Background: an optimization exercise with open tools, aiming at small area. Do not read the settings as production practice.
Only simulation tests tie the RTL to the original design; equivalence was not proved.
No activity file was given, so power comes from the tool's default toggle rates.

$ cat flow/config.mk
export PLATFORM = sky130hd
export DESIGN_NAME = mmu_top
export DESIGN_NICKNAME = mmu_top
export VERILOG_FILES = /design/flow/design.v
export SDC_FILE = /design/flow/constraint.sdc
export NUM_CORES = 4
export LEC_CHECK = 0
export CAP_MARGIN = 20
export CORE_MARGIN = 2
export CORE_UTILIZATION = 88
export SLEW_MARGIN = 20
$ cat flow/flow/run.sh
#!/bin/bash
# Standard layout, with the smallest buffer on the ports, no dummy clock loads
# and larger clock sink clusters.
set -euo pipefail
export BUFFER_PORTS_ARGS="-buffer_cell sky130_fd_sc_hd__buf_1"
export CTS_ARGS="-sink_clustering_enable -repair_clock_nets -dont_use_dummy_load -buf_list sky130_fd_sc_hd__clkbuf_8 -sink_clustering_size 16 -sink_clustering_max_diameter 45"
bash standard.sh > standard_flow.log 2>&1
$ cat flow/design.v
package mmu_pkg;
  typedef logic [39-1:0]    vaddr_t;
  typedef logic [56-1:0]    paddr_t;
  typedef logic [44-1:0]    ppn_t;
  typedef logic [39-13:0]   vpn_t;
  typedef enum logic [1:0] {
    PRIV_LVL_U = 2'b00,
    PRIV_LVL_S = 2'b01,
    PRIV_LVL_M = 2'b11
  } priv_lvl_t;
  typedef struct packed {
    logic [9:0] rsvd;
    ppn_t       ppn;
    logic [1:0] rsw;
    logic       d;
    logic       a;
    logic       g;
    logic       u;
    logic       x;
    logic       w;
    logic       r;
    logic       v;
  } pte_t;
  typedef struct packed {
    logic valid;
    vpn_t vpn;
    pte_t pte;
    logic is_2m;
    logic is_1g;
  } tlb_entry_t;
  typedef struct packed {
    logic hit;
    pte_t pte;
    logic is_2m;
    logic is_1g;
  } tlb_rsp_t;
  typedef enum logic [3:0] {
    EXC_INSTR_ACCESS_FAULT = 4'd1,
    EXC_INSTR_PAGE_FAULT   = 4'd12,
    EXC_LOAD_PAGE_FAULT    = 4'd13,
    EXC_STORE_PAGE_FAULT   = 4'd15
  } exc_cause_t;
  typedef struct packed {
    logic        valid;
    exc_cause_t  cause;
    logic [63:0] tval;
  } exc_t;
  typedef struct packed {
    logic   valid;
    vaddr_t vaddr;
  } walk_req_t;
  typedef struct packed {
    logic       done;
    logic       error;
    vaddr_t     vaddr;
    tlb_entry_t entry;
  } walk_rsp_t;
  typedef enum logic [1:0] {
    IDLE,
    READ,
    WAIT,
    DONE
  } ptw_state_t;
  function automatic paddr_t merge_paddr(ppn_t ppn, vaddr_t vaddr, logic is_2m, logic is_1g);
    paddr_t paddr;
    paddr = {ppn, vaddr[11:0]};
    if (is_2m) begin
      paddr[20:12] = vaddr[20:12];
    end
    if (is_1g) begin
      paddr[29:12] = vaddr[29:12];
    end
    merge_paddr = paddr;
  endfunction
endpackage
`timescale 1ns/100ps
module mmu_tlb #(
  parameter int unsigned PW = 2
) (
  input  logic          clk_i,
  input  logic          rst_ni,
  input  logic          flush_i,
  input  logic          en_i,         
  input  logic [26:0]   lu_vpn_i,
  output logic [3:0]    lu_match_o,
  output logic [43:0]   lu_ppn_o,     
  output logic [PW-1:0] lu_perm_o,
  input  logic          wr_i,
  input  logic [26:0]   wr_vpn_i,
  input  logic [43:0]   wr_ppn_i,
  input  logic          wr_m1_i,
  input  logic          wr_m0_i,
  input  logic [PW-1:0] wr_perm_i
);
  logic [3:0]    valid_q;
  logic [1:0]    victim_q;
  logic [26:0]   vpn_q  [4];
  logic [43:0]   ppn_q  [4];
  logic [PW-1:0] perm_q [4];
  logic [3:0]    m0_q;
  logic [3:0]    m1_q;
  logic [3:0] sel, xsel;
  logic       m1, m0;
  always_comb begin
    for (int i = 0; i < 4; i++) begin
      m1_q[i] = m0_q[i] && vpn_q[i][0];
      lu_match_o[i] = valid_q[i] && (vpn_q[i][26:18] == lu_vpn_i[26:18])
                      && (m1_q[i] || (vpn_q[i][17:9] == lu_vpn_i[17:9]))
                      && (m0_q[i] || (vpn_q[i][8:0] == lu_vpn_i[8:0]));
    end
    sel[3] = lu_match_o[3];
    sel[2] = lu_match_o[2] && !lu_match_o[3];
    sel[1] = lu_match_o[1] && !lu_match_o[2] && !lu_match_o[3];
    sel[0] = lu_match_o[0] && !lu_match_o[1] && !lu_match_o[2] && !lu_match_o[3];
    xsel      = sel & {4{en_i}};
    m1        = 1'b0;
    m0        = 1'b0;
    lu_perm_o = '0;
    lu_ppn_o  = {17'b0, lu_vpn_i[26:18] & {9{!en_i}}, lu_vpn_i[17:0]};
    for (int i = 0; i < 4; i++) begin
      m1        = m1 | (xsel[i] & m1_q[i]);
      m0        = m0 | (xsel[i] & m0_q[i]);
      lu_perm_o = lu_perm_o | ({PW{sel[i]}} & perm_q[i]);
    end
    lu_ppn_o[17:9] = lu_ppn_o[17:9] & {9{!en_i || m1}};
    lu_ppn_o[8:0]  = lu_ppn_o[8:0] & {9{!en_i || m0}};
    for (int i = 0; i < 4; i++) begin
      lu_ppn_o = lu_ppn_o | ({44{xsel[i]}} & ppn_q[i]);
    end
  end
  always_ff @(posedge clk_i or negedge rst_ni) begin
    if (!rst_ni) begin
      valid_q  <= '0;
      victim_q <= '0;
    end else if (flush_i) begin
      valid_q <= '0;
    end else if (wr_i) begin
      valid_q[victim_q] <= 1'b1;
      victim_q          <= victim_q + 1'b1;
    end
  end
  always_ff @(posedge clk_i) begin
    if (wr_i) begin
      vpn_q[victim_q]  <= {wr_vpn_i[26:1], wr_m0_i ? wr_m1_i : wr_vpn_i[0]};
      ppn_q[victim_q]  <= wr_ppn_i;
      perm_q[victim_q] <= wr_perm_i;
      m0_q[victim_q]   <= wr_m0_i;
    end
  end
endmodule
module mmu_itlb (
  input  logic        clk_i,
  input  logic        rst_ni,
  input  logic        flush_i,
  input  logic        en_i,         
  input  logic [26:0] lu_vpn_i,     
  output logic        lu_hit_o,
  output logic [43:0] lu_ppn_o,     
  output logic [1:0]  lu_perm_o,
  input  logic        wr_early_i,   
  input  logic [43:0] wr_early_ppn_i,
  input  logic [1:0]  wr_early_perm_i,
  input  logic        wr_commit_i,  
  input  logic [43:0] wr_late_ppn_i,
  input  logic [1:0]  wr_late_perm_i,
  input  logic        wr_m1_i,
  input  logic        wr_m0_i
);
  logic [3:0]  valid_q;
  logic [1:0]  vpos_q;      
  logic        early_q;     
  logic [26:0] vpn_q  [4];
  logic [43:0] ppn_q  [4];
  logic [1:0]  perm_q [4];
  logic [3:0]  m0_q;
  logic [3:0]  m1_q;
  logic [3:0]  match;
  logic        m1, m0;
  logic        ins_early, ins;
  logic [26:0] wr_vpn;
  logic [43:0] wr_ppn;
  logic [1:0]  wr_perm;
  always_comb begin
    for (int i = 0; i < 4; i++) begin
      m1_q[i]  = m0_q[i] && vpn_q[i][0];
      match[i] = valid_q[i] && (vpn_q[i][26:18] == lu_vpn_i[26:18])
                 && (m1_q[i] || (vpn_q[i][17:9] == lu_vpn_i[17:9]))
                 && (m0_q[i] || (vpn_q[i][8:0] == lu_vpn_i[8:0]));
    end
    lu_hit_o  = (match != '0);
    m1        = 1'b0;
    m0        = 1'b0;
    lu_perm_o = '0;
    for (int i = 0; i < 4; i++) begin
      m1        = m1 | (match[i] & m1_q[i]);
      m0        = m0 | (match[i] & m0_q[i]);
      lu_perm_o = lu_perm_o | ({2{match[i]}} & perm_q[i]);
    end
    lu_ppn_o = {17'b0, lu_vpn_i[26:18] & {9{!en_i}},
                lu_vpn_i[17:9] & {9{!en_i || m1}}, lu_vpn_i[8:0] & {9{!en_i || m0}}};
    for (int i = 0; i < 4; i++) begin
      lu_ppn_o = lu_ppn_o | ({44{match[i] && en_i}} & ppn_q[i]);
    end
  end
  assign ins_early = wr_early_i && vpos_q[0];
  assign ins       = ins_early || (wr_commit_i && !early_q);
  assign wr_vpn    = {lu_vpn_i[26:1], wr_m0_i ? wr_m1_i : lu_vpn_i[0]};
  assign wr_ppn    = wr_early_i ? wr_early_ppn_i : wr_late_ppn_i;
  assign wr_perm   = wr_early_i ? wr_early_perm_i : wr_late_perm_i;
  always_ff @(posedge clk_i or negedge rst_ni) begin
    if (!rst_ni) begin
      valid_q <= '0;
      vpos_q  <= '0;
    end else begin
      for (int i = 0; i < 4; i++) begin
        if (flush_i) begin
          valid_q[(i + 1) % 4] <= 1'b0;
        end else if (vpos_q == 2'(i) && ins_early) begin
          valid_q[(i + 1) % 4] <= 1'b0;
        end else if (vpos_q == 2'(i) && wr_commit_i) begin
          valid_q[(i + 1) % 4] <= 1'b1;
        end else begin
          valid_q[(i + 1) % 4] <= valid_q[i];
        end
      end
      vpos_q <= vpos_q + ((wr_commit_i && !flush_i) ? 2'd2 : 2'd1);
    end
  end
  always_ff @(posedge clk_i) begin
    early_q <= ins_early;
    for (int i = 0; i < 4; i++) begin
      if (i % 2 == 1 && ins && vpos_q == 2'(i)) begin
        vpn_q[(i + 1) % 4]  <= wr_vpn;
        ppn_q[(i + 1) % 4]  <= wr_ppn;
        perm_q[(i + 1) % 4] <= wr_perm;
        m0_q[(i + 1) % 4]   <= wr_m0_i;
      end else begin
        vpn_q[(i + 1) % 4]  <= vpn_q[i];
        ppn_q[(i + 1) % 4]  <= ppn_q[i];
        perm_q[(i + 1) % 4] <= perm_q[i];
        m0_q[(i + 1) % 4]   <= m0_q[i];
      end
    end
  end
endmodule
`timescale 1ns/100ps
module mmu_top (
  input  logic      clk_i,
  input  logic      rst_ni,
  input  logic      enable_translation_i,
  input  logic      flush_tlb_i,
  input  mmu_pkg::ppn_t      satp_ppn_i,
  input  mmu_pkg::priv_lvl_t priv_lvl_i,
  input  mmu_pkg::priv_lvl_t ld_st_priv_lvl_i,
  input  logic      sum_i,
  input  logic      fetch_req_i,
  input  mmu_pkg::vaddr_t    fetch_vaddr_i,
  output logic      fetch_valid_o,
  output mmu_pkg::paddr_t    fetch_paddr_o,
  output mmu_pkg::exc_t      fetch_exc_o,
  input  logic      lsu_req_i,
  input  logic      lsu_is_store_i,
  input  mmu_pkg::vaddr_t    lsu_vaddr_i,
  output logic      lsu_dtlb_hit_o,
  output mmu_pkg::ppn_t      lsu_dtlb_ppn_o,
  output logic      lsu_valid_o,
  output mmu_pkg::paddr_t    lsu_paddr_o,
  output mmu_pkg::exc_t      lsu_exc_o,
  output logic      mem_req_o,
  output mmu_pkg::paddr_t    mem_addr_o,
  input  logic      mem_rvalid_i,
  input  mmu_pkg::pte_t      mem_rdata_i
);
  localparam logic [1:0] IDLE = 2'd0, READ = 2'd1, WAIT = 2'd2, DONE = 2'd3;
  logic        en;
  assign en = enable_translation_i;
  logic [1:0]  state_q;
  logic [1:0]  level_q;
  logic        owner_d_q;
  logic        err_q;
  logic [43:0] ppn_q;
  logic [3:0]  pbits_q;    
  logic [38:0] dva_q;
  logic        ireq, dreq, grant;
  logic [38:0] wva;
  logic [8:0]  vpn_idx;
  logic        pte_leaf, pte_fault;
  logic        idone, ddone;
  assign grant   = (state_q == IDLE) && (ireq || dreq);
  assign wva     = owner_d_q ? dva_q : fetch_vaddr_i;
  assign vpn_idx = (level_q == 2'd2) ? wva[38:30] :
                   (level_q == 2'd1) ? wva[29:21] : wva[20:12];
  assign mem_req_o  = (state_q == READ);
  assign mem_addr_o = {(level_q == 2'd2) ? satp_ppn_i : ppn_q, vpn_idx, 3'b000};
  always_comb begin
    pte_leaf  = mem_rdata_i.r || mem_rdata_i.x;
    pte_fault = !mem_rdata_i.v || (mem_rdata_i.w && !mem_rdata_i.r);
    if (pte_leaf) begin
      if (!mem_rdata_i.a) pte_fault = 1'b1;
      if (level_q == 2'd2 && mem_rdata_i.ppn[17:0] != '0) pte_fault = 1'b1;
      if (level_q == 2'd1 && mem_rdata_i.ppn[8:0] != '0) pte_fault = 1'b1;
    end else if (level_q == 2'd0) begin
      pte_fault = 1'b1;
    end
  end
  always_ff @(posedge clk_i or negedge rst_ni) begin
    if (!rst_ni) begin
      state_q <= IDLE;
    end else begin
      case (state_q)
        IDLE: if (ireq || dreq) state_q <= READ;
        READ: state_q <= WAIT;
        WAIT: if (mem_rvalid_i) state_q <= (pte_fault || pte_leaf) ? DONE : READ;
        default: state_q <= IDLE;
      endcase
    end
  end
  always_ff @(posedge clk_i) begin
    ppn_q   <= mem_rdata_i.ppn;
    pbits_q <= {mem_rdata_i.u, mem_rdata_i.x, mem_rdata_i.w && mem_rdata_i.d, mem_rdata_i.r};
    if (grant) begin
      level_q   <= 2'd2;
      owner_d_q <= dreq;
    end else if (state_q == WAIT && mem_rvalid_i) begin
      if (!pte_leaf && !pte_fault) level_q <= level_q - 1'b1;
      err_q <= pte_fault;
    end
    if (grant && dreq) begin
      dva_q <= lsu_vaddr_i;
    end
  end
  assign idone = (state_q == DONE) && !owner_d_q;
  assign ddone = (state_q == DONE) && owner_d_q;
  logic        ihit_raw;
  logic [3:0]  dmatch;
  logic [43:0] ippn, dppn;
  logic [1:0]  iperm;    
  logic [2:0]  dperm;    
  logic pte_ok;
  assign pte_ok = (state_q == WAIT) && mem_rvalid_i && pte_leaf && !pte_fault;
  mmu_itlb i_itlb (
    .clk_i, .rst_ni, .flush_i(flush_tlb_i), .en_i(en),
    .lu_vpn_i(fetch_vaddr_i[38:12]), .lu_hit_o(ihit_raw), .lu_ppn_o(ippn),
    .lu_perm_o(iperm),
    .wr_early_i(pte_ok && !owner_d_q),
    .wr_early_ppn_i(mem_rdata_i.ppn), .wr_early_perm_i({mem_rdata_i.u, mem_rdata_i.x}),
    .wr_commit_i(idone && !err_q),
    .wr_late_ppn_i(ppn_q), .wr_late_perm_i(pbits_q[3:2]),
    .wr_m1_i(level_q == 2'd2), .wr_m0_i(level_q != 2'd0)
  );
  mmu_tlb #(.PW(3)) i_dtlb (
    .clk_i, .rst_ni, .flush_i(flush_tlb_i), .en_i(en),
    .lu_vpn_i(lsu_vaddr_i[38:12]), .lu_match_o(dmatch), .lu_ppn_o(dppn),
    .lu_perm_o(dperm),
    .wr_i(ddone && !err_q), .wr_vpn_i(dva_q[38:12]),
    .wr_ppn_i(ppn_q), .wr_m1_i(level_q == 2'd2), .wr_m0_i(level_q != 2'd0),
    .wr_perm_i({pbits_q[3], pbits_q[1:0]})
  );
  logic ihit, canonical, ipriv_err, ibad;
  assign ihit      = fetch_req_i && ihit_raw;
  assign canonical = (fetch_vaddr_i[38] == fetch_vaddr_i[37]);
  assign ibad      = fetch_req_i && !canonical;
  assign ipriv_err = ((priv_lvl_i == mmu_pkg::PRIV_LVL_U) && !iperm[1])
                     || ((priv_lvl_i == mmu_pkg::PRIV_LVL_S) && iperm[1]);
  assign ireq      = en && !ibad && !ihit && fetch_req_i;
  always_comb begin
    fetch_valid_o     = fetch_req_i;
    fetch_exc_o.valid = 1'b0;
    if (en) begin
      if (ibad) begin
        fetch_valid_o     = 1'b1;
        fetch_exc_o.valid = 1'b1;
      end else if (ihit) begin
        fetch_exc_o.valid = !iperm[0] || ipriv_err;
      end else begin
        fetch_valid_o     = idone && err_q;
        fetch_exc_o.valid = idone && err_q;
      end
    end
  end
  assign fetch_exc_o.cause = canonical ? mmu_pkg::EXC_INSTR_PAGE_FAULT
                                       : mmu_pkg::EXC_INSTR_ACCESS_FAULT;
  assign fetch_exc_o.tval  = 64'(fetch_vaddr_i);
  assign fetch_paddr_o     = {ippn, fetch_vaddr_i[11:0]};
  logic        dhit, dpriv_err, dperm_err;
  logic        valid_q, exc_q, store_q;
  logic [55:0] res_q;    
  assign dhit      = (dmatch != '0);
  assign dreq      = lsu_req_i && en && !dhit;
  assign dpriv_err = ((ld_st_priv_lvl_i == mmu_pkg::PRIV_LVL_S) && dperm[2] && !sum_i)
                     || ((ld_st_priv_lvl_i == mmu_pkg::PRIV_LVL_U) && !dperm[2]);
  assign dperm_err = dpriv_err || (lsu_is_store_i ? !dperm[1] : !dperm[0]);
  assign lsu_dtlb_hit_o = lsu_req_i && (!en || dhit);
  assign lsu_dtlb_ppn_o = dppn;
  always_ff @(posedge clk_i or negedge rst_ni) begin
    if (!rst_ni) begin
      valid_q <= 1'b0;
    end else begin
      valid_q <= lsu_dtlb_hit_o;
    end
  end
  always_ff @(posedge clk_i) begin
    exc_q   <= en && dperm_err;
    store_q <= lsu_is_store_i;
    res_q   <= {(en && (!dhit || dperm_err)) ? mmu_pkg::ppn_t'(lsu_vaddr_i[38:12])
                                            : lsu_dtlb_ppn_o,
                lsu_vaddr_i[11:0]};
  end
  assign lsu_valid_o       = valid_q || (ddone && err_q);
  assign lsu_exc_o.valid   = (valid_q && exc_q) || (ddone && err_q);
  assign lsu_exc_o.cause   = store_q ? mmu_pkg::EXC_STORE_PAGE_FAULT : mmu_pkg::EXC_LOAD_PAGE_FAULT;
  assign lsu_exc_o.tval    = 64'((valid_q && exc_q) ? res_q[38:0] : dva_q);
  assign lsu_paddr_o       = res_q;
endmodule
$ cat flow/standard.sh
#!/bin/bash
# synth_recipe.tcl (not shown) runs the flow's synth.tcl, then flattens the netlist and writes it again
# the make line also repeats each setting of config.mk as NAME=value (left out here)
make -C /OpenROAD-flow-scripts/flow DESIGN_CONFIG=/design/flow/config.mk WORK_HOME=/design/flow/orfs CLKGATE_MAP_FILE= SYNTH_SCRIPT=/design/flow/synth_recipe.tcl "${@:-finish}"
$ cat flow/constraint.sdc
create_clock -name core_clock -period 8.5 [get_ports {clk_i}]
set_input_delay 1.7000 -clock core_clock [delete_from_list [all_inputs] [get_ports {clk_i}]]
set_output_delay 1.7000 -clock core_clock [all_outputs]
set_load 0.01 [all_outputs]
==> results of run 1 <==
-- stage by stage --
| step | power (mW) | setup WS (ns) | hold WS (ns) |
|---|---|---|---|
| 2_1_floorplan | 5.410 | 2.148 | 0.3311 |
| 3_3_place_gp | 5.690 | 1.603 | 0.3332 |
| 3_5_place_dp | 5.815 | 1.517 | 0.3382 |
| 4_1_cts | 7.497 | 1.298 | 0.3178 |
| 5_1_grt | 7.850 | 0.6747 | 0.3017 |
| 6_report | 7.755 | 0.7922 | 0.3267 |
-- worst max-delay path: cells and delay by family --
| kind | cells | cell delay [ns] |
|---|---|---|
| AND/OR/NAND/NOR | 6 | 2.44 |
| AO/OA/AOI/OAI | 3 | 0.74 |
| XOR/XNOR | 1 | 0.37 |
| buffers and inverters | 2 | 0.75 |
-- sequential cells by signal, indices dropped and copies added (netlist names), 4 cells and up --
register,count
i_itlb.ppn_q,176
i_itlb.vpn_q,108
i_itlb.valid_q,4
i_itlb.perm_q,8
dva_q,39
i_dtlb.m0_q,4
i_dtlb.vpn_q,108
i_itlb.m0_q,4
ppn_q,44
i_dtlb.perm_q,12
i_dtlb.valid_q,4
res_q,56
i_dtlb.ppn_q,176
pbits_q,4
-- synthesized netlist by cell type, types with 11 or more instances --
library cell | n | area share
a21o_1 | 22 | 0.0056
a21oi_1 | 31 | 0.0052
a222oi_1 | 35 | 0.012
a22o_1 | 46 | 0.014
a22oi_1 | 66 | 0.017
and2_1 | 28 | 0.0059
buf_2 | 23 | 0.0039
buf_4 | 119 | 0.030
clkbuf_1 | 108 | 0.014
dfrtp_1 | 15 | 0.013
dfxtp_1 | 405 | 0.27
edfxtp_1 | 341 | 0.35
inv_1 | 17 | 0.0021
mux2_2 | 87 | 0.033
mux2i_1 | 66 | 0.022
nand2_1 | 404 | 0.051
nand3_1 | 21 | 0.0035
nand4_1 | 37 | 0.0078
nor2_1 | 58 | 0.0073
nor3_1 | 32 | 0.0054
nor4_1 | 11 | 0.0023
o21ai_0 | 75 | 0.013
o21ai_1 | 28 | 0.0047
xnor2_1 | 178 | 0.053
xor2_1 | 43 | 0.013
-- layer usage --
metal / track usage / vias to the layer above / share of wire / wire length [µm]
met5: 0.005495 / - / 0.00012 / 13
met4: 0.3846 / 2 / 0.11 / 12140
met3: 0.1774 / 1219 / 0.18 / 19010
met2: 0.8296 / 3481 / 0.43 / 45040
met1: 0.6470 / 11150 / 0.28 / 29400
li1: - / 9037 / - / -
-- layout make-up --
| type | instances | share of cell area |
|---|---|---|
| Antenna cell | 8 | 0.0006315 |
| Clock buffer | 57 | 0.02475 |
| Inverter | 19 | 0.002250 |
| Multi-Input combinational cell | 1445 | 0.3031 |
| Sequential cell | 761 | 0.5906 |
| Tap cell | 448 | 0.01768 |
| Timing Repair Buffer | 470 | 0.06098 |
-- report_power, final --
group          switching (mW)  internal (mW)
Combinational           0.773          0.444
Clock                    1.17          0.599
Sequential              0.430           4.34
Total                    2.37           5.38
-- placed cells by master (no fill, tap or decap), drive strengths merged, types with 29 or more instances in the layout --
master / n
nand4: 37
a22oi: 66
edfxtp: 341
o21ai: 104
xnor2: 178
xor2: 43
conb: 57
nor2: 59
mux2: 96
and2: 29
buf: 469
dfxtp: 405
a222oi: 35
nor3: 33
mux2i: 66
a22o: 46
nand2: 404
clkbuf: 58
a21oi: 31
-- cell families after synthesis --
family / after synthesis / synth area share
DFF: 761 / 0.6308
and+or+nand+nor: 625 / 0.09190
AOI/OAI and AO/OA: 362 / 0.08790
buffers and inverters: 285 / 0.05459
xor gates and xnor gates: 221 / 0.06522
muxes: 171 / 0.06551
adders and majority gates: 9 / 0.003794
other: 2 / 0.0002530
-- worst max-delay path by stage --
stage	endpoint	depth (start not counted)
after global routing	lsu_dtlb_ppn_o[40]	12
after detailed placement	fetch_paddr_o[32]	9
final	lsu_dtlb_ppn_o[13]	12
after CTS	fetch_paddr_o[52]	10
after global placement	fetch_paddr_o[32]	9
after floorplan	dva_q[0]$_DFFE_PP_	10
==> results.yml, run 1 <==
critical_path:
  rrSetupSlack_ns: 3.44
  worstPathCellList: "buf_1 > xnor2_1 > nand2_1 > o31ai_1 > and3_4 > a31o_2 > nor4_1 > nor2b_2 > nand2_1 > nand2_1 > a21o_1 > buf_1"
  arrival_ns: 6.01
  r2r-end: "i_itlb.ppn_q[0][17]$_DFF_P_"
  crit_slowest_cell: "nor2b_2"
  path_common_cell: "nand2_1"
  critical_path.startpoint: "lsu_vaddr_i[24]"
  worstSetupPathType: "input port to output port"
  required_ns: 6.80
  reg2reg_depth: 12
  cp_max_fo: 18
  cpPeakStageDelay_ns: 1.03
  start_kind: "input port"
  crit_path_end_kind: "output port"
  r2r_start: "level_q[1]$_SDFFE_PP1P_"
floorplan:
  core_area_mm2: 0.03336
  die_h_um: 187.7
  boundaryPins: 553
  start_util: 0.8896
  die_w_um: 187.7
  rows: 67
  die_area_mm2: 0.03521
global_routing:
  grt_usage: 0.5398
  grt_pass1_wl_mm: 141.3
  grt_max_degree: 99
  first_global_vias: 23370
  overflow: 0
  antenna_found_initial: 8
yosys:
  seq_area_frac_synth: 0.6308
  ys_async_sr_fraction: 0.01971
  synth_ff_type: "dfxtp_1"
  ys_ff_latch: 761
  syn-cell-area_mm2: 0.02968
  avgSynthCellArea_um2: 12.18
  synth_edf_count: 341
  yosysUniqueCellTypes: 68
  ys_warn_count: 8
  syn_inst: 2436
place:
  numPortBuffers: 446
  gp_congestion: 0.9686
  dpl.hpwl_mm: 57.34
  placed_area_mm2: 0.03078
  dpl.cell_count: 3138
detailed_routing:
  wl_per_cell_um: 32.92
  first_pass_iters: 13
  drt_iter0_markers: 5868
  drtAntennaViolNets: 0
  vias: 24880
  viasPerCell: 7.757
  drc: 0
  wl_mm: 105.6
finish:
  drive_gt1_frac: 0.07667
  synthToLayoutAreaGrowth_pct: 6.813
  seq_area_mm2: 0.01872
  final_util: 0.9502
  finalNonFillerCells: 3208
  fin_nets: 2962
  fin_area_mm2: 0.03170
  multi_input_area_mm2: 0.009609
  n_fill_cell: 864
clocking:
  cts.sinks: 761
  cts_resized: 0
  cts.clk_slew.worst_paths_ns: 0.10
  clock_latency_ns: 0.73
  cts_buffers: 57
  htreeDepth: 2
  post_cts_buffers: 0
  cts_tree: "yes"
  clockRootBuffer: "clkbuf_8"
  clockBufferDepth: 3
  hold_buffers: 0
timing:
  worst_pin_slew_ns: 1.288
  fin_crit_ns: 7.708
  fin_skew_ns: 0.05488
  maxSlewViolCount: 0
  setup_violations: 0
  max_freq_mhz: 129.7
  relSlewSlack: 0.1403
  rsz0062_at_grt: "no"
  post-route-period-util: 0.9068
  fin_tns_setup_ns: 0
  finalHoldViolCount: 0
power_and_ir_drop:
  power_leakage_nw: 11.94
  peakVddDrop_uv: 232.8
  powerDensity_mw_per_mm2: 244.6
worst_hold_path:
  worstHoldStart: "i_itlb.ppn_q[2][30]$_DFF_P_"
  holdPathEnd: "i_itlb.ppn_q[3][30]$_DFF_P_"
  hold_path_depth: 0
  holdCritPathClass: "flop to flop"
status:
  status: "complete, no violations"
job:
  drv_cap: 0
==> run 2, diff against run 1 <==
--- a/flow/config.mk
+++ b/flow/config.mk
@@ -8,4 +8,4 @@
 export CAP_MARGIN = 20
 export CORE_MARGIN = 2
-export CORE_UTILIZATION = 88
+export CORE_UTILIZATION = 84
 export SLEW_MARGIN = 20
==> results.yml, run 2 <==
clocking:
  cts_tree: "yes"
  cts.clk_slew.worst_paths_ns: 0.09
  htreeDepth: 2
  clockBufferDepth: 3
  hold_buffers: 0
  cts.sinks: 761
  clockRootBuffer: "clkbuf_8"
  post_cts_buffers: 0
  cts_resized: 0
  cts_buffers: 57
  clock_latency_ns: 0.68
power_and_ir_drop:
  combPwrFrac: 0.145
  peakVddDrop_uv: 225.9
  seqPwrFrac: 0.630
  p_sw_frac: 0.2800
  power_leakage_nw: 11.93
  power_mw: 7.467
  p_int_mw: 5.376
  power.share.clock: 0.224
  p_sw_mw: 2.091
  powerDensity_mw_per_mm2: 235.8
timing:
  fin_crit_ns: 7.132
  finalHoldViolCount: 0
  hold_ws_ns: 0.2867
  max_freq_mhz: 140.2
  maxSlewViolCount: 0
  relSlewSlack: 0.2252
  worst_pin_slew_ns: 1.157
  post-route-period-util: 0.8390
  fin_tns_setup_ns: 0
  setup_violations: 0
  rsz0062_at_grt: "no"
  fin_ws_ns: 1.368
  fin_skew_ns: 0.06525
yosys:
  synth_compound_area_frac: 0.08790
  synth_area_leaders: "edfxtp_1, dfxtp_1, xnor2_1"
  ys_async_sr_fraction: 0.01971
  synth.area.mux_share: 0.06551
  yosysUniqueCellTypes: 68
  synth_most_common_cell: "dfxtp_1"
  synth_top_family_by_area: "simple AND/OR/NAND/NOR gates"
  syn-cell-area_mm2: 0.02968
  ys_ff_latch: 761
  ys_warn_count: 8
  avgSynthCellArea_um2: 12.18
  synth_common_cells: "dfxtp_1, nand2_1, edfxtp_1"
  synthAdderAreaFrac: 0.003794
  seq_area_frac_synth: 0.6308
  synthSimpleGateAreaFrac: 0.09190
  synth_ff_type: "dfxtp_1"
  synth_xor_area_frac: 0.06522
  syn_inst: 2436
  synth_edf_count: 341
  netlist.area_leader.share: 0.3450
  yosysTopAreaCell: "edfxtp_1"
place:
  dpl.hpwl_mm: 55.34
  numPortBuffers: 446
  post-place-ws_ns: 1.618
  placed_area_mm2: 0.03078
  dpl.cell_count: 3144
  gp_congestion: 0.9476
critical_path:
  required_ns: 6.80
  crit_path_end_kind: "output port"
  reg2reg_depth: 12
  arrival_ns: 5.43
  worstSetupPathType: "input port to output port"
  cp_max_fo: 18
  rrSetupSlack_ns: 3.82
  start_kind: "input port"
floorplan:
  rows: 68
  start_util: 0.8571
  die_w_um: 192.0
  core_area_mm2: 0.03463
  die_area_mm2: 0.03685
  die_h_um: 192.0
  boundaryPins: 553
detailed_routing:
  drt_iter0_markers: 3097
  viasPerCell: 6.745
  wl_mm: 83.05
  drtAntennaViolNets: 0
  wl_per_cell_um: 25.91
  first_pass_iters: 19
  drc: 0
  vias: 21620
status:
  status: "complete, no violations"
finish:
  layout_common_cells: "buf_1, dfxtp_1, nand2_1"
  n_fill_cell: 1327
  fin_nets: 2960
  final_util: 0.9144
  synthToLayoutAreaGrowth_pct: 6.682
  finalNonFillerCells: 3205
  drive_gt1_frac: 0.07600
  antenna_cells: 0
  top_regs: "i_dtlb.ppn_q x176, i_itlb.ppn_q x176"
  final_common_cell: "buf_1"
  fin_area_mm2: 0.03166
global_routing:
  overflow: 0
  grt_usage: 0.4380
  grt_pass1_wl_mm: 119.6
  first_global_vias: 20830
  antenna_found_initial: 0
  grt_max_degree: 76
worst_hold_path:
  hold_path_depth: 0
  holdCritPathClass: "flop to flop"
job:
  drv_cap: 0
[run 2: cell counts after synthesis]
Identical to the previous run, type by type.
[run 2: worst paths after layout]
check	start	to
max	lsu_vaddr_i[30]	lsu_dtlb_ppn_o[8]
min	i_itlb.ppn_q[2][8]$_DFF_P_	i_itlb.ppn_q[3][8]$_DFF_P_
max reg2reg	level_q[1]$_SDFFE_PP1P_	i_itlb.ppn_q[0][8]$_DFF_P_
min reg2reg	i_itlb.ppn_q[2][8]$_DFF_P_	i_itlb.ppn_q[3][8]$_DFF_P_
max in group asynchronous	rst_ni	i_dtlb.valid_q[2]$_DFFE_PN0P_
min in group asynchronous	rst_ni	i_dtlb.victim_q[1]$_DFFE_PN0P_
[run 2: cell families after synthesis]
| kind of cell | Yosys count |
|---|---|
| compound gates | 362 |
| xor+xnor | 221 |
| fa+ha+maj | 9 |
| buf+inv | 285 |
| flops | 761 |
| mux | 171 |
| other cells | 2 |
| simple gates | 625 |
[run 2: routing by layer]
| metal | GRT usage | vias to the layer above | wire length, µm |
|---|---|---|---|
| met5 | 0 | - | 0 |
| met4 | 0.2023 | 0 | 4525 |
| met3 | 0.08368 | 370 | 11230 |
| met2 | 0.7059 | 1971 | 39140 |
| met1 | 0.5839 | 10260 | 28150 |
| li1 | - | 9012 | - |
[run 2: critical path: stages]
cell	delay [ns]
buf_1	0.46
xnor2_1	0.16
nand4_1	0.22
nor3_4	0.11
and3_4	0.20
a31o_2	0.40
nor4_1	0.40
nor2b_2	1.00
nand2_1	0.11
nand2_1	0.24
a21o_1	0.16
buf_1	0.23
[run 2: cell type report]
| cell class | count | area, µm² | area share |
|---|---|---|---|
| clock buffer | 57 | 784.5 | 0.02478 |
| multi-input combinational | 1445 | 9609 | 0.3035 |
| timing repair buffer | 468 | 1906 | 0.06018 |
| inverter | 19 | 71.32 | 0.002252 |
| tap | 455 | 569.3 | 0.01798 |
| sequential | 761 | 18720 | 0.5913 |
[run 2: power by group through the flow]
stage	logic, mW	clock network, mW	registers (mW)
2_1_floorplan	0.768	0	4.64
3_3_place_gp	0.984	0	4.71
3_5_place_dp	1.04	0	4.76
4_1_cts	1.05	1.65	4.68
5_1_grt	1.16	1.78	4.75
6_report	1.08	1.68	4.71
==> run 3, diff against run 2 <==
--- a/flow/config.mk
+++ b/flow/config.mk
@@ -8,4 +8,4 @@
 export CAP_MARGIN = 20
 export CORE_MARGIN = 2
-export CORE_UTILIZATION = 84
+export CORE_UTILIZATION = 70
 export SLEW_MARGIN = 20
==> results.yml, run 3 <==
global_routing:
  grt_pass1_wl_mm: 114.1
  antenna_found_initial: 2
  first_global_vias: 19530
  grt_max_degree: 85
  grt_usage: 0.3455
  overflow: 0
detailed_routing:
  drc: 0
  vias: 20170
  drtAntennaViolNets: 0
  wl_per_cell_um: 23.35
  drt_iter0_markers: 1992
  first_pass_iters: 8
  wl_mm: 77.40
  viasPerCell: 6.083
yosys:
  ys_ff_latch: 761
  synth_ff_type: "dfxtp_1"
  seq_area_frac_synth: 0.6308
  ys_warn_count: 8
  synth_common_cells: "dfxtp_1, nand2_1, edfxtp_1"
  avgSynthCellArea_um2: 12.18
  syn-cell-area_mm2: 0.02968
  synth_area_leaders: "edfxtp_1, dfxtp_1, xnor2_1"
  yosysTopAreaCell: "edfxtp_1"
  synth_most_common_cell: "dfxtp_1"
  ys_async_sr_fraction: 0.01971
  yosysUniqueCellTypes: 68
  syn_inst: 2436
  netlist.area_leader.share: 0.3450
  synth_edf_count: 341
timing:
  max_freq_mhz: 139.2
  hold_ws_ns: 0.3107
  worst_pin_slew_ns: 1.139
  rsz0062_at_grt: "no"
  fin_tns_setup_ns: 0
  setup_violations: 0
  maxSlewViolCount: 0
  finalHoldViolCount: 0
  relSlewSlack: 0.2399
  fin_ws_ns: 1.318
  fin_skew_ns: 0.05096
  fin_crit_ns: 7.182
  post-route-period-util: 0.8450
place:
  dpl.cell_count: 3244
  placed_area_mm2: 0.03101
  post-place-ws_ns: 1.443
  dpl.hpwl_mm: 54.32
  numPortBuffers: 446
  gp_congestion: 0.9136
critical_path:
  crit_path_end_kind: "output port"
  required_ns: 6.80
  rrSetupSlack_ns: 4.09
  r2r_start: "level_q[1]$_SDFFE_PP1P_"
  worstSetupPathType: "input port to output port"
  r2r-end: "i_itlb.ppn_q[0][7]$_DFF_P_"
  start_kind: "input port"
  critical_path.startpoint: "fetch_vaddr_i[27]"
  reg2reg_depth: 11
  cp_max_fo: 28
  arrival_ns: 5.48
  worstSetupEndpoint: "fetch_paddr_o[31]"
worst_hold_path:
  holdCritPathClass: "flop to flop"
finish:
  drive_gt1_frac: 0.08439
  finalNonFillerCells: 3315
  layout_common_cells: "buf_1, dfxtp_1, nand2_1"
  n_fill_cell: 2824
  fin_area_mm2: 0.03196
  fin_nets: 2983
  final_util: 0.7636
  top_regs: "i_dtlb.ppn_q x176, i_itlb.ppn_q x176"
  synthToLayoutAreaGrowth_pct: 7.685
  final_common_cell: "buf_1"
clocking:
  hold_buffers: 0
  cts_resized: 0
  clockBufferDepth: 3
  cts_tree: "yes"
  cts_buffers: 68
  cts.clk_slew.worst_paths_ns: 0.10
  clock_latency_ns: 0.65
  htreeDepth: 3
  post_cts_buffers: 0
  clockRootBuffer: "clkbuf_8"
  cts.sinks: 761
status:
  status: "complete, no violations"
job:
  drv_cap: 0
floorplan:
  die_w_um: 209.9
  start_util: 0.7091
  boundaryPins: 553
  die_h_um: 209.9
  rows: 75
  die_area_mm2: 0.04406
  core_area_mm2: 0.04185
power_and_ir_drop:
  power_mw: 7.541
  power_leakage_nw: 12.05
  peakVddDrop_uv: 197.1
  powerDensity_mw_per_mm2: 235.9
run 3: worst min path at each step:
| stage | from | end | slack, ns | cells after the start |
|---|---|---|---|---|
| after detailed placement | i_itlb.ppn_q[0][11]$_DFF_P_ | i_itlb.ppn_q[1][11]$_DFF_P_ | 0.34 | 0 |
| after floorplan | i_itlb.ppn_q[2][1]$_DFF_P_ | i_itlb.ppn_q[3][1]$_DFF_P_ | 0.33 | 0 |
| final | i_itlb.perm_q[2][1]$_DFF_P_ | i_itlb.perm_q[3][1]$_DFF_P_ | 0.31 | 0 |
| after CTS | i_itlb.vpn_q[0][21]$_DFF_P_ | i_itlb.vpn_q[1][21]$_DFF_P_ | 0.32 | 0 |
| after global routing | i_itlb.perm_q[2][1]$_DFF_P_ | i_itlb.perm_q[3][1]$_DFF_P_ | 0.32 | 0 |
| after global placement | i_itlb.ppn_q[2][38]$_DFF_P_ | i_itlb.ppn_q[3][38]$_DFF_P_ | 0.33 | 0 |
run 3: critical path, stage by stage:
cell and delay, ns:
buf_1 0.56, xnor2_1 0.19, nand3_1 0.13, nor4_1 0.52, o21ai_0 0.19, a21boi_0 0.52, and2_2 0.82, buf_4 0.32
a221o_1 0.31, buf_1 0.18
run 3: power breakdown:
part / total [mW] / internal (mW) / switching, mW
combinational: 1.05 / 0.438 / 0.610
sequential: 4.69 / 4.34 / 0.348
clock: 1.80 / 0.717 / 1.09
run 3: final cells by class:
| class | count | area [µm²] | share of cell area |
|---|---|---|---|
| inverters | 19 | 71.32 | 0.002231 |
| multi-input cells | 1445 | 9613 | 0.3008 |
| diodes | 3 | 7.507 | 0.0002349 |
| flip-flops and latches | 761 | 18720 | 0.5858 |
| repair buffers | 480 | 1936 | 0.06056 |
| clock buffers | 68 | 935.9 | 0.02928 |
| well taps | 539 | 674.4 | 0.02110 |
run 3: cells by family after synthesis:
family	share of synthesized area
AND/OR/NAND/NOR	0.09190
flip-flops	0.6308
buffers and inverters	0.05459
adder cells (fa/ha/maj)	0.003794
AO/OA/AOI/OAI	0.08790
XOR/XNOR	0.06522
multiplexers	0.06551
other	0.0002530
run 3: routing by layer:
metal / part of all wire / track usage
met1: 0.41 / 0.4864
met2: 0.47 / 0.5530
met3: 0.091 / 0.05432
met4: 0.028 / 0.1215
met5: 0 / 0
==> run 4, diff against run 3 <==
--- a/flow/config.mk
+++ b/flow/config.mk
@@ -8,4 +8,4 @@
 export CAP_MARGIN = 20
 export CORE_MARGIN = 2
-export CORE_UTILIZATION = 70
+export CORE_UTILIZATION = 80
 export SLEW_MARGIN = 20
==> results.yml, run 4 <==
timing:
  worst_pin_slew_ns: 1.154
  max_freq_mhz: 140.1
  rsz0062_at_grt: "no"
  fin_tns_setup_ns: 0
  post-route-period-util: 0.8395
  relSlewSlack: 0.2275
  finalHoldViolCount: 0
  fin_crit_ns: 7.136
  setup_violations: 0
  maxSlewViolCount: 0
  fin_skew_ns: 0.04611
critical_path:
  cp_max_fo: 44
  crit_path_end_kind: "output port"
  worstSetupPathType: "input port to output port"
  arrival_ns: 5.44
  required_ns: 6.80
  start_kind: "input port"
  reg2reg_depth: 11
yosys:
  syn-cell-area_mm2: 0.02968
  synth_ff_type: "dfxtp_1"
  yosysTopAreaCell: "edfxtp_1"
  synth_edf_count: 341
  synth_most_common_cell: "dfxtp_1"
  ys_async_sr_fraction: 0.01971
  synth_common_cells: "dfxtp_1, nand2_1, edfxtp_1"
  netlist.area_leader.share: 0.3450
  ys_ff_latch: 761
  synth_area_leaders: "edfxtp_1, dfxtp_1, xnor2_1"
  seq_area_frac_synth: 0.6308
  yosysUniqueCellTypes: 68
  syn_inst: 2436
  avgSynthCellArea_um2: 12.18
  ys_warn_count: 8
power_and_ir_drop:
  powerDensity_mw_per_mm2: 235.0
  power_leakage_nw: 11.93
  peakVddDrop_uv: 214.0
global_routing:
  grt_pass1_wl_mm: 115.1
  met2_usage: 0.6487
  first_global_vias: 20280
  antenna_found_initial: 3
  grt_util_met1: 0.5259
  grt_max_degree: 95
  grt_busiest_layer: "met2"
  overflow: 0
  grt_usage: 0.3975
  use_met3: 0.09172
detailed_routing:
  drt_iter0_markers: 2370
  wl_per_cell_um: 24.25
  wl_mm: 78.11
  drc: 0
  first_pass_iters: 8
  vias: 20800
  drtAntennaViolNets: 0
  viasPerCell: 6.459
finish:
  fin_area_mm2: 0.03168
  drive_gt1_frac: 0.07673
  top_regs: "i_dtlb.ppn_q x176, i_itlb.ppn_q x176"
  final_common_cell: "buf_1"
  synthToLayoutAreaGrowth_pct: 6.728
  fin_nets: 2960
  n_fill_cell: 1897
  layout_common_cells: "buf_1, dfxtp_1, nand2_1"
status:
  status: "complete, no violations"
clocking:
  clock_latency_ns: 0.69
  post_cts_buffers: 0
  cts.clk_slew.worst_paths_ns: 0.10
  cts.sinks: 761
  clockBufferDepth: 3
  hold_buffers: 0
  cts_tree: "yes"
  cts_buffers: 58
  cts_resized: 0
  htreeDepth: 2
  clockRootBuffer: "clkbuf_8"
place:
  numPortBuffers: 446
  placed_area_mm2: 0.03087
  gp_congestion: 0.9363
  dpl.hpwl_mm: 54.09
worst_hold_path:
  holdCritPathClass: "flop to flop"
  hold_path_depth: 0
floorplan:
  die_area_mm2: 0.03866
  die_w_um: 196.6
  core_area_mm2: 0.03661
  start_util: 0.8107
  boundaryPins: 553
  die_h_um: 196.6
  rows: 70
job:
  drv_cap: 0
==> run 4: cell counts after synthesis <==
No cell type changed its count.
==> run 4: where the power goes <==
part / internal [mW] / switching [mW] / total (mW) / leakage (nW)
Clock: 0.608 / 1.08 / 1.69 / 0.417
Combinational: 0.439 / 0.618 / 1.06 / 4.91
Sequential: 4.34 / 0.358 / 4.70 / 6.60
Total: 5.39 / 2.06 / 7.44 / 11.9
==> run 4: kinds of logic after synthesis <==
logic type               after synthesis  synth area share
AO/OA/AOI/OAI                        362           0.08790
XOR/XNOR                             221           0.06522
adder cells (fa/ha/maj)                9          0.003794
buffers and inverters                285           0.05459
flip-flops                           761            0.6308
multiplexers                         171           0.06551
other                                  2         0.0002530
AND/OR/NAND/NOR                      625           0.09190
==> run 4: layout make-up <==
cell class | instances | area, µm² | share of cell area
diodes | 3 | 7.507 | 0.0002370
well taps | 468 | 585.6 | 0.01849
multi-input cells | 1445 | 9614 | 0.3035
clock buffers | 58 | 798.3 | 0.02520
inverters | 19 | 71.32 | 0.002251
repair buffers | 467 | 1877 | 0.05925
flip-flops and latches | 761 | 18720 | 0.5911
==> run 4: worst paths after layout <==
check                      slack, ns                   startpoint                              to
hold / removal                  0.33  i_itlb.ppn_q[2][16]$_DFF_P_     i_itlb.ppn_q[3][16]$_DFF_P_
hold reg to reg                 0.33  i_itlb.ppn_q[2][16]$_DFF_P_     i_itlb.ppn_q[3][16]$_DFF_P_
min in group asynchronous       1.15                       rst_ni      i_itlb.vpos_q[0]$_DFF_PN0_
setup reg to reg                3.98      level_q[1]$_SDFFE_PP1P_      i_itlb.ppn_q[0][2]$_DFF_P_
max in group asynchronous       6.71                       rst_ni  i_dtlb.victim_q[0]$_DFFE_PN0P_
setup / recovery                1.36            fetch_vaddr_i[28]               fetch_paddr_o[46]
==> run 4: critical path, cell delays in order <==
cell,delay [ns]
buf_1,0.52
xnor2_1,0.19
nand4_1,0.13
nor4_1,0.56
nand4_1,0.22
a21boi_0,0.48
and2_2,0.99
a22oi_1,0.24
nand2_1,0.20
buf_1,0.17
==> run 4: per-stage QoR <==
step                hold WS, ns  total power [mW]  cells    util  worst slack (ns)
finish                   0.3312             7.443   3221  0.8652             1.364
global route             0.3281             7.674   3220  0.8652             1.189
CTS                      0.3296             7.409   3218  0.8649             1.482
detailed placement       0.3368             5.800   3160  0.8431             1.483
global placement         0.3324             5.701   3158  0.8416             1.583
floorplan                0.3311             5.410   2491       -             2.148
==> run 4: routing by layer <==
layer / wire (µm) / share of wire
met1: 28670 / 0.37
met5: 13 / 0.00017
met3: 9051 / 0.12
met2: 37380 / 0.48
met4: 3000 / 0.038
==> run 5, diff against run 4 <==
==> flow/flow/run.sh (replaced) <==
#!/bin/bash
# Standard layout, with the smallest buffer on the ports, no dummy clock loads
# and larger clock sink clusters.
set -euo pipefail
export BUFFER_PORTS_ARGS="-buffer_cell sky130_fd_sc_hd__buf_1"
export CTS_ARGS="-sink_clustering_enable -repair_clock_nets -dont_use_dummy_load -buf_list sky130_fd_sc_hd__clkbuf_16 -sink_clustering_size 28 -sink_clustering_max_diameter 45"
bash standard.sh > standard_flow.log 2>&1
==> results.yml, run 5 <==
yosys:
  synth_most_common_cell: "dfxtp_1"
  synth_ff_type: "dfxtp_1"
  synth_common_cells: "dfxtp_1, nand2_1, edfxtp_1"
  syn_inst: 2436
  yosysTopAreaCell: "edfxtp_1"
  avgSynthCellArea_um2: 12.18
  ys_warn_count: 8
  synth_area_leaders: "edfxtp_1, dfxtp_1, xnor2_1"
  seq_area_frac_synth: 0.6308
  yosysUniqueCellTypes: 68
  ys_async_sr_fraction: 0.01971
  ys_ff_latch: 761
  synth_edf_count: 341
  syn-cell-area_mm2: 0.02968
  netlist.area_leader.share: 0.3450
clocking:
  post_cts_buffers: 0
  cts.sinks: 761
  clock_latency_ns: 0.61
  hold_buffers: 0
  cts_resized: 0
  clockBufferDepth: 3
  htreeDepth: 2
  cts_tree: "yes"
  cts.clk_slew.worst_paths_ns: 0.10
  cts_buffers: 50
  clockRootBuffer: "clkbuf_16"
job:
  drv_cap: 0
global_routing:
  first_global_vias: 20530
  overflow: 0
  grt_max_degree: 95
  grt_pass1_wl_mm: 118.2
  grt_usage: 0.4088
  antenna_found_initial: 3
floorplan:
  core_area_mm2: 0.03661
  die_area_mm2: 0.03866
  rows: 70
  boundaryPins: 553
  start_util: 0.8107
  die_h_um: 196.6
  die_w_um: 196.6
detailed_routing:
  drtAntennaViolNets: 0
  drc: 0
  drt_iter0_markers: 2461
  first_pass_iters: 10
  vias: 20830
  viasPerCell: 6.484
  wl_mm: 80.22
  wl_per_cell_um: 24.97
place:
  dpl.cell_count: 3160
  placed_area_mm2: 0.03087
  gp_congestion: 0.9363
  dpl.hpwl_mm: 54.09
  numPortBuffers: 446
power_and_ir_drop:
  peakVddDrop_uv: 231.8
  powerDensity_mw_per_mm2: 247.0
  power_leakage_nw: 12.13
critical_path:
  cp_max_fo: 44
  worstSetupPathType: "input port to output port"
  required_ns: 6.80
  start_kind: "input port"
  crit_path_end_kind: "output port"
  arrival_ns: 5.46
timing:
  relSlewSlack: 0.2429
  setup_violations: 0
  maxSlewViolCount: 0
  worst_pin_slew_ns: 1.134
  max_freq_mhz: 139.6
  fin_skew_ns: 0.04083
  finalHoldViolCount: 0
  fin_crit_ns: 7.163
  fin_tns_setup_ns: 0
  rsz0062_at_grt: "no"
  post-route-period-util: 0.8428
  hold_ws_ns: 0.3272
finish:
  drive_gt1_frac: 0.07437
  layout_common_cells: "buf_1, dfxtp_1, nand2_1"
  final_util: 0.8780
  synthToLayoutAreaGrowth_pct: 8.301
  finalNonFillerCells: 3213
  fin_area_mm2: 0.03214
  top_regs: "i_dtlb.ppn_q x176, i_itlb.ppn_q x176"
  fin_nets: 2953
  final_common_cell: "buf_1"
status:
  status: "complete, no violations"
worst_hold_path:
  holdCritPathClass: "flop to flop"
-- run 5: cell types whose count changed in the layout (fill, tap and decap cells not counted) --
cell / before / now
clkbuf_16: 0 / 50
buf_12: 0 / 1
clkbuf_8: 58 / 0
buf_4: 18 / 19
diode_2: 3 / 2
buf_6: 1 / 0
-- run 5: path summary, 6_finish.rpt --
path,to,start,cells past startpoint,slack (ns)
worst max register to register,i_itlb.ppn_q[0][1]$_DFF_P_,level_q[1]$_SDFFE_PP1P_,11,4.01
worst min register to register,i_itlb.vpn_q[1][10]$_DFF_P_,i_itlb.vpn_q[0][10]$_DFF_P_,0,0.33
worst max-delay path,fetch_paddr_o[46],fetch_vaddr_i[27],10,1.34
max in group asynchronous,i_itlb.vpos_q[0]$_DFF_PN0_,rst_ni,1,6.64
worst min-delay path,i_itlb.vpn_q[1][10]$_DFF_P_,i_itlb.vpn_q[0][10]$_DFF_P_,0,0.33
min in group asynchronous,i_itlb.valid_q[0]$_DFF_PN0_,rst_ni,1,1.23
-- run 5: critical path, cell delays in order --
cell and delay (ns):
buf_1 0.46, xnor2_1 0.22, nand3_1 0.12, nor4_1 0.59, nand4_1 0.21, a21boi_0 0.52, and2_2 1.01, a22oi_1 0.23
nand2_1 0.20, buf_1 0.18
-- run 5: layout make-up --
cell class	instances	area (µm²)
sequential	761	18720
multi-input combinational	1445	9614
fill	1752	4467
timing repair buffer	468	1893
clock buffer	50	1251
tap	468	585.6
inverter	19	71.32
antenna	2	5.005
-- run 5: power by group --
| group | switching, mW | leakage (nW) | total, mW | internal (mW) |
|---|---|---|---|---|
| Sequential | 0.366 | 6.60 | 4.71 | 4.34 |
| Combinational | 0.625 | 4.92 | 1.06 | 0.440 |
| Clock | 1.13 | 0.616 | 2.17 | 1.04 |
-- run 5: metrics by stage --
step,total power [mW],setup WS (ns)
after floorplan,5.410,2.148
after global placement,5.701,1.583
after detailed placement,5.800,1.483
after CTS,7.898,1.455
after global routing,8.168,1.185
final,7.940,1.337
-- run 5: cells by family after synthesis --
family | after synthesis | share of synthesized area
flops | 761 | 0.6308
simple gates | 625 | 0.09190
compound gates | 362 | 0.08790
buf+inv | 285 | 0.05459
xor+xnor | 221 | 0.06522
mux | 171 | 0.06551
fa+ha+maj | 9 | 0.003794
other cells | 2 | 0.0002530
-- run 5: routing by layer --
layer	wire length, µm	global-route usage	up-vias
met5	0	0	-
met4	3488	0.1796	0
met3	9476	0.08522	259
met2	38590	0.6705	1483
met1	28660	0.5346	10070
li1	-	-	9024
==> run 6, diff against run 5 <==
==> flow/flow/run.sh (replaced) <==
#!/bin/bash
# Standard layout, with the smallest buffer on the ports, no dummy clock loads
# and larger clock sink clusters.
set -euo pipefail
export BUFFER_PORTS_ARGS="-buffer_cell sky130_fd_sc_hd__buf_1"
export CTS_ARGS="-sink_clustering_enable -repair_clock_nets -dont_use_dummy_load -buf_list sky130_fd_sc_hd__clkbuf_8 -sink_clustering_size 20 -sink_clustering_max_diameter 45"
bash standard.sh > standard_flow.log 2>&1
==> results.yml, run 6 <==
timing:
  max_freq_mhz: 139.8
  rsz0062_at_grt: "no"
  maxSlewViolCount: 0
  fin_skew_ns: 0.04789
  finalHoldViolCount: 0
  setup_violations: 0
  worst_pin_slew_ns: 1.151
  post-route-period-util: 0.8418
  relSlewSlack: 0.2294
  fin_crit_ns: 7.155
  fin_tns_setup_ns: 0
critical_path:
  crit_slowest_cell: "and2_2"
  crit_path_end_kind: "output port"
  cpPeakStageDelay_ns: 1.00
  arrival_ns: 5.46
  cp_max_fo: 44
  worstPathCellList: "buf_1 > xnor2_1 > nand4_1 > nor4_1 > nand4_1 > a21boi_0 > and2_2 > a22oi_1 > nand2_1 > buf_1"
  worstSetupPathType: "input port to output port"
  start_kind: "input port"
  required_ns: 6.80
  reg2reg_depth: 11
global_routing:
  first_global_vias: 20210
  overflow: 0
  grt_pass1_wl_mm: 115.2
  antenna_found_initial: 3
  grt_max_degree: 95
  grt_usage: 0.3972
yosys:
  ys_warn_count: 8
  netlist.area_leader.share: 0.3450
  seq_area_frac_synth: 0.6308
  yosysUniqueCellTypes: 68
  synth_common_cells: "dfxtp_1, nand2_1, edfxtp_1"
  yosysTopAreaCell: "edfxtp_1"
  ys_async_sr_fraction: 0.01971
  synth_most_common_cell: "dfxtp_1"
  synth_edf_count: 341
  synth_ff_type: "dfxtp_1"
  avgSynthCellArea_um2: 12.18
  ys_ff_latch: 761
  syn-cell-area_mm2: 0.02968
  syn_inst: 2436
  synth_area_leaders: "edfxtp_1, dfxtp_1, xnor2_1"
clocking:
  cts_resized: 0
  cts.clk_slew.worst_paths_ns: 0.11
  htreeDepth: 2
  clockBufferDepth: 3
  cts.sinks: 761
  cts_buffers: 53
  clock_latency_ns: 0.68
  cts_tree: "yes"
  post_cts_buffers: 0
  clockRootBuffer: "clkbuf_8"
  hold_buffers: 0
power_and_ir_drop:
  peakVddDrop_uv: 186.8
  power_leakage_nw: 11.89
  powerDensity_mw_per_mm2: 233.3
finish:
  drive_gt1_frac: 0.07505
  synthToLayoutAreaGrowth_pct: 6.505
  final_common_cell: "buf_1"
  top_regs: "i_dtlb.ppn_q x176, i_itlb.ppn_q x176"
  final_util: 0.8634
  fin_nets: 2955
  layout_common_cells: "buf_1, dfxtp_1, nand2_1"
  fin_area_mm2: 0.03161
floorplan:
  die_w_um: 196.6
  boundaryPins: 553
  core_area_mm2: 0.03661
  rows: 70
  start_util: 0.8107
  die_h_um: 196.6
  die_area_mm2: 0.03866
detailed_routing:
  drc: 0
  wl_mm: 78.24
  wl_per_cell_um: 24.32
  drtAntennaViolNets: 0
  first_pass_iters: 9
  viasPerCell: 6.466
  drt_iter0_markers: 2390
  vias: 20800
place:
  placed_area_mm2: 0.03087
  gp_congestion: 0.9363
  dpl.hpwl_mm: 54.09
  numPortBuffers: 446
job:
  drv_cap: 0
worst_hold_path:
  holdCritPathClass: "flop to flop"
  hold_path_depth: 0
status:
  status: "complete, no violations"
==> run 6: cell counts after synthesis <==
Identical to the previous run, type by type.
==> run 6: power by group <==
group          switching [mW]  leakage, nW  internal, mW
Combinational           0.620         4.91         0.439
Clock                    1.06        0.381         0.559
Sequential              0.358         6.60          4.34
==> run 6: logic make-up after synthesis <==
family	count (synthesis)	share of synthesized area
xor+xnor	221	0.06522
simple gates	625	0.09190
flops	761	0.6308
buf+inv	285	0.05459
mux	171	0.06551
compound gates	362	0.08790
other cells	2	0.0002530
fa+ha+maj	9	0.003794
==> run 6: area by class of cell <==
cell class	instances	area [µm²]
multi-input cells	1445	9614
inverters	19	71.32
fillers	1897	5000
repair buffers	467	1877
diodes	4	10.01
flip-flops and latches	761	18720
clock buffers	53	729.5
well taps	468	585.6
==> run 6: worst max-delay path: cells and delay by family <==
kind | cells | cell delay, ns
compound gates | 2 | 0.72
xor+xnor | 1 | 0.19
buf+inv | 2 | 0.70
simple gates | 5 | 2.12
==> run 6: final timing paths <==
kind | start | slack (ns) | to
setup / recovery | fetch_vaddr_i[24] | 1.34 | fetch_paddr_o[46]
hold / removal | i_itlb.ppn_q[0][25]$_DFF_P_ | 0.34 | i_itlb.ppn_q[1][25]$_DFF_P_
setup reg to reg | level_q[1]$_SDFFE_PP1P_ | 4.00 | i_itlb.ppn_q[0][6]$_DFF_P_
hold reg to reg | i_itlb.ppn_q[0][25]$_DFF_P_ | 0.34 | i_itlb.ppn_q[1][25]$_DFF_P_
max in group asynchronous | rst_ni | 6.73 | state_q[1]$_DFFE_PN0P_
min in group asynchronous | rst_ni | 1.14 | i_dtlb.valid_q[0]$_DFFE_PN0P_
==> run 6: through the flow <==
step | cells | setup WS [ns] | hold WS [ns] | power (mW)
after global routing | 3215 | 1.174 | 0.3360 | 7.598
after detailed placement | 3160 | 1.483 | 0.3368 | 5.800
after global placement | 3158 | 1.583 | 0.3324 | 5.701
after floorplan | 2491 | 2.148 | 0.3311 | 5.410
after CTS | 3213 | 1.459 | 0.3302 | 7.338
final | 3217 | 1.345 | 0.3389 | 7.375
==> run 6: layer usage <==
metal | routed length [µm] | up-vias | global-route usage
li1 | - | 9007 | -
met1 | 28610 | 10150 | 0.5270
met2 | 37530 | 1408 | 0.6480
met3 | 8807 | 234 | 0.07598
met4 | 3292 | 0 | 0.1752
met5 | 0 | - | 0
==> run 7, diff against run 6 <==
==> flow/flow/run.sh (replaced) <==
#!/bin/bash
# Standard layout, with the smallest buffer on the ports, no dummy clock loads
# and larger clock sink clusters.
set -euo pipefail
export BUFFER_PORTS_ARGS="-buffer_cell sky130_fd_sc_hd__buf_1"
export CTS_ARGS="-sink_clustering_enable -repair_clock_nets -dont_use_dummy_load -buf_list {sky130_fd_sc_hd__clkbuf_4 sky130_fd_sc_hd__clkbuf_8} -sink_clustering_size 12 -sink_clustering_max_diameter 40"
bash standard.sh > standard_flow.log 2>&1
--- a/flow/config.mk
+++ b/flow/config.mk
@@ -8,4 +8,4 @@
 export CAP_MARGIN = 20
 export CORE_MARGIN = 2
-export CORE_UTILIZATION = 80
+export CORE_UTILIZATION = 70
 export SLEW_MARGIN = 20
==> results.yml, run 7 <==
status:
  status: "complete, no violations"
floorplan:
  rows: 75
  boundaryPins: 553
  die_w_um: 209.9
  die_h_um: 209.9
  die_area_mm2: 0.04406
  start_util: 0.7091
  core_area_mm2: 0.04185
timing:
  finalHoldViolCount: 0
  setup_violations: 0
  fin_crit_ns: 7.139
  hold_ws_ns: 0.3288
  maxSlewViolCount: 0
  fin_tns_setup_ns: 0
  fin_skew_ns: 0.06691
  worst_pin_slew_ns: 1.171
  relSlewSlack: 0.2186
  rsz0062_at_grt: "no"
  post-route-period-util: 0.8399
  max_freq_mhz: 140.1
detailed_routing:
  wl_per_cell_um: 23.38
  first_pass_iters: 7
  wl_mm: 77.93
  vias: 20250
  drt_iter0_markers: 2272
  drtAntennaViolNets: 0
  drc: 0
  viasPerCell: 6.076
job:
  drv_cap: 0
critical_path:
  cp_max_fo: 28
  path_common_cell: "buf_1"
  arrival_ns: 5.44
  critical_path_buf_inv_count: 3
  required_ns: 6.80
  cpPeakStageDelay_ns: 0.80
  crit_slowest_cell: "and2_2"
  reg2reg_depth: 11
  cp_num_cells: 10
  worstSetupPathType: "input port to output port"
  worstPathCellList: "buf_1 > xnor2_1 > nand3_1 > nor4_1 > o21ai_0 > a21boi_0 > and2_2 > buf_4 > a221o_1 > buf_1"
  start_kind: "input port"
  crit_family: "simple AND/OR/NAND/NOR gates"
  crit_path_end_kind: "output port"
yosys:
  seq_area_frac_synth: 0.6308
  ys_warn_count: 8
  synth_edf_count: 341
  synth_top_family_by_area: "simple AND/OR/NAND/NOR gates"
  synth_common_cells: "dfxtp_1, nand2_1, edfxtp_1"
  netlist.area_leader.share: 0.3450
  synth.area.mux_share: 0.06551
  synthAdderAreaFrac: 0.003794
  synth_ff_type: "dfxtp_1"
  ys_async_sr_fraction: 0.01971
  ys_ff_latch: 761
  yosysTopAreaCell: "edfxtp_1"
  synth_area_leaders: "edfxtp_1, dfxtp_1, xnor2_1"
  synth_compound_area_frac: 0.08790
  synthSimpleGateAreaFrac: 0.09190
  synth_xor_area_frac: 0.06522
  yosysUniqueCellTypes: 68
  avgSynthCellArea_um2: 12.18
  syn_inst: 2436
  syn-cell-area_mm2: 0.02968
  synth_most_common_cell: "dfxtp_1"
power_and_ir_drop:
  powerDensity_mw_per_mm2: 241.5
  p_int_mw: 5.689
  power.share.clock: 0.262
  p_sw_mw: 2.093
  seqPwrFrac: 0.603
  peakVddDrop_uv: 186.5
  p_sw_frac: 0.2689
  power_leakage_nw: 12.19
  combPwrFrac: 0.135
finish:
  layout_common_cells: "buf_1, dfxtp_1, nand2_1"
  top_regs: "i_dtlb.ppn_q x176, i_itlb.ppn_q x176"
  n_fill_cell: 2782
  final_common_cell: "buf_1"
  synthToLayoutAreaGrowth_pct: 8.558
  fin_nets: 3002
  drive_gt1_frac: 0.09062
global_routing:
  antenna_found_initial: 2
  first_global_vias: 19730
  grt_usage: 0.3481
  grt_max_degree: 85
  overflow: 0
  grt_pass1_wl_mm: 115.0
place:
  gp_congestion: 0.9136
  numPortBuffers: 446
  dpl.hpwl_mm: 54.32
clocking:
  clock_latency_ns: 0.67
  clockBufferDepth: 3
  post_cts_buffers: 0
  cts_buffers: 87
  cts.sinks: 761
  cts.clk_slew.worst_paths_ns: 0.08
  clockRootBuffer: "clkbuf_8"
  hold_buffers: 0
  htreeDepth: 3
  cts_tree: "yes"
  cts_resized: 0
worst_hold_path:
  hold_path_depth: 0
  holdCritPathClass: "flop to flop"
[run 7: final cells by class]
class,instances,area (µm²),share of cell area
Sequential cell,761,18720,0.5811
Multi-Input combinational cell,1445,9613,0.2984
Timing Repair Buffer,480,1936,0.06008
Clock buffer,87,1197,0.03716
Tap cell,539,674.4,0.02093
Inverter,19,71.32,0.002214
Antenna cell,2,5.005,0.0001553
[run 7: final timing paths]
kind / start / to / slack [ns]
setup / recovery: fetch_vaddr_i[27] / fetch_paddr_o[31] / 1.36
hold / removal: i_itlb.ppn_q[0][14]$_DFF_P_ / i_itlb.ppn_q[1][14]$_DFF_P_ / 0.33
setup reg to reg: level_q[1]$_SDFFE_PP1P_ / i_itlb.ppn_q[0][7]$_DFF_P_ / 4.07
min in group asynchronous: rst_ni / state_q[0]$_DFFE_PN0P_ / 0.98
max in group asynchronous: rst_ni / i_itlb.vpos_q[0]$_DFF_PN0_ / 7.14
hold reg to reg: i_itlb.ppn_q[0][14]$_DFF_P_ / i_itlb.ppn_q[1][14]$_DFF_P_ / 0.33
[run 7: layer usage]
metal / routed length, µm / GRT usage / up-vias
li1: - / - / 9104
met1: 31610 / 0.4869 / 9904
met2: 36850 / 0.5548 / 1097
met3: 7108 / 0.05836 / 146
met4: 2361 / 0.1291 / 0
met5: 0 / 0 / -
[run 7: power groups by stage]
stage | Clock, mW | Combinational (mW) | Sequential (mW)
after floorplan | 0 | 0.768 | 4.64
after global placement | 0 | 1.01 | 4.72
after detailed placement | 0 | 1.03 | 4.76
after CTS | 2.07 | 1.04 | 4.68
after global routing | 2.21 | 1.13 | 4.74
final | 2.04 | 1.05 | 4.69
[run 7: per-stage QoR]
stage | std cells | instance area [µm²] | util | power [mW] | worst slack (ns)
6_report | 3333 | 32220 | 0.7698 | 7.782 | 1.361
5_1_grt | 3332 | 32220 | 0.7698 | 8.080 | 1.220
4_1_cts | 3331 | 32210 | 0.7696 | 7.788 | 1.432
3_5_place_dp | 3244 | 31010 | 0.7410 | 5.792 | 1.443
3_3_place_gp | 3244 | 31010 | 0.7410 | 5.725 | 1.606
2_1_floorplan | 2491 | 29890 | - | 5.410 | 2.148
[run 7: cell families after synthesis]
| logic type | Yosys count |
|---|---|
| buf+inv | 285 |
| compound gates | 362 |
| flops | 761 |
| mux | 171 |
| xor+xnor | 221 |
| other cells | 2 |
| fa+ha+maj | 9 |
| simple gates | 625 |

==> what the ideal ports hide <==
How much do the figures lean on ideal ports? The routed layouts below were timed once more, with nothing changed but the port constraints.
Step 1 (the two cells are an assumption about what drives the block):
set clk [get_ports {clk_i}]
set_driving_cell -lib_cell sky130_fd_sc_hd__clkbuf_16 $clk
set_driving_cell -lib_cell sky130_fd_sc_hd__buf_2 [delete_from_list [all_inputs] $clk]
Step 2 moves the port delays by t, midway between the first and last clock arrival at a register: inputs arrive t later, outputs are due t later. That takes back most of the time a late clock gives input paths.
Slacks: ideal ports / drivers / drivers and shift; pairs: ideal ports / drivers.
run	t (ns)	slack for setup (ns)	hold WS [ns]	latest minus earliest clock arrival (ns)	worst register clock-pin slew, ns
run 1	0.752	0.792 / 0.760 / 0.760	0.327 / 0.327 / 0.327	0.055 / 0.055	0.11 / 0.11
run 2	0.704	1.368 / 1.337 / 1.337	0.287 / 0.287 / 0.287	0.066 / 0.066	0.11 / 0.11
run 3	0.669	1.318 / 1.293 / 1.293	0.311 / 0.311 / 0.311	0.060 / 0.060	0.10 / 0.10
run 4	0.728	1.364 / 1.340 / 1.340	0.331 / 0.331 / 0.331	0.065 / 0.064	0.10 / 0.10
run 5	0.652	1.337 / 1.308 / 1.308	0.327 / 0.327 / 0.327	0.051 / 0.052	0.10 / 0.10
run 6	0.707	1.345 / 1.317 / 1.317	0.339 / 0.339 / 0.339	0.049 / 0.050	0.12 / 0.12
run 7	0.685	1.361 / 1.335 / 1.335	0.329 / 0.329 / 0.329	0.067 / 0.067	0.08 / 0.08
After both steps setup and hold are still met in every run listed. The setup slack of run 1, which loses most, moves by -0.032 ns with the drivers and by -0.032 ns with both steps.
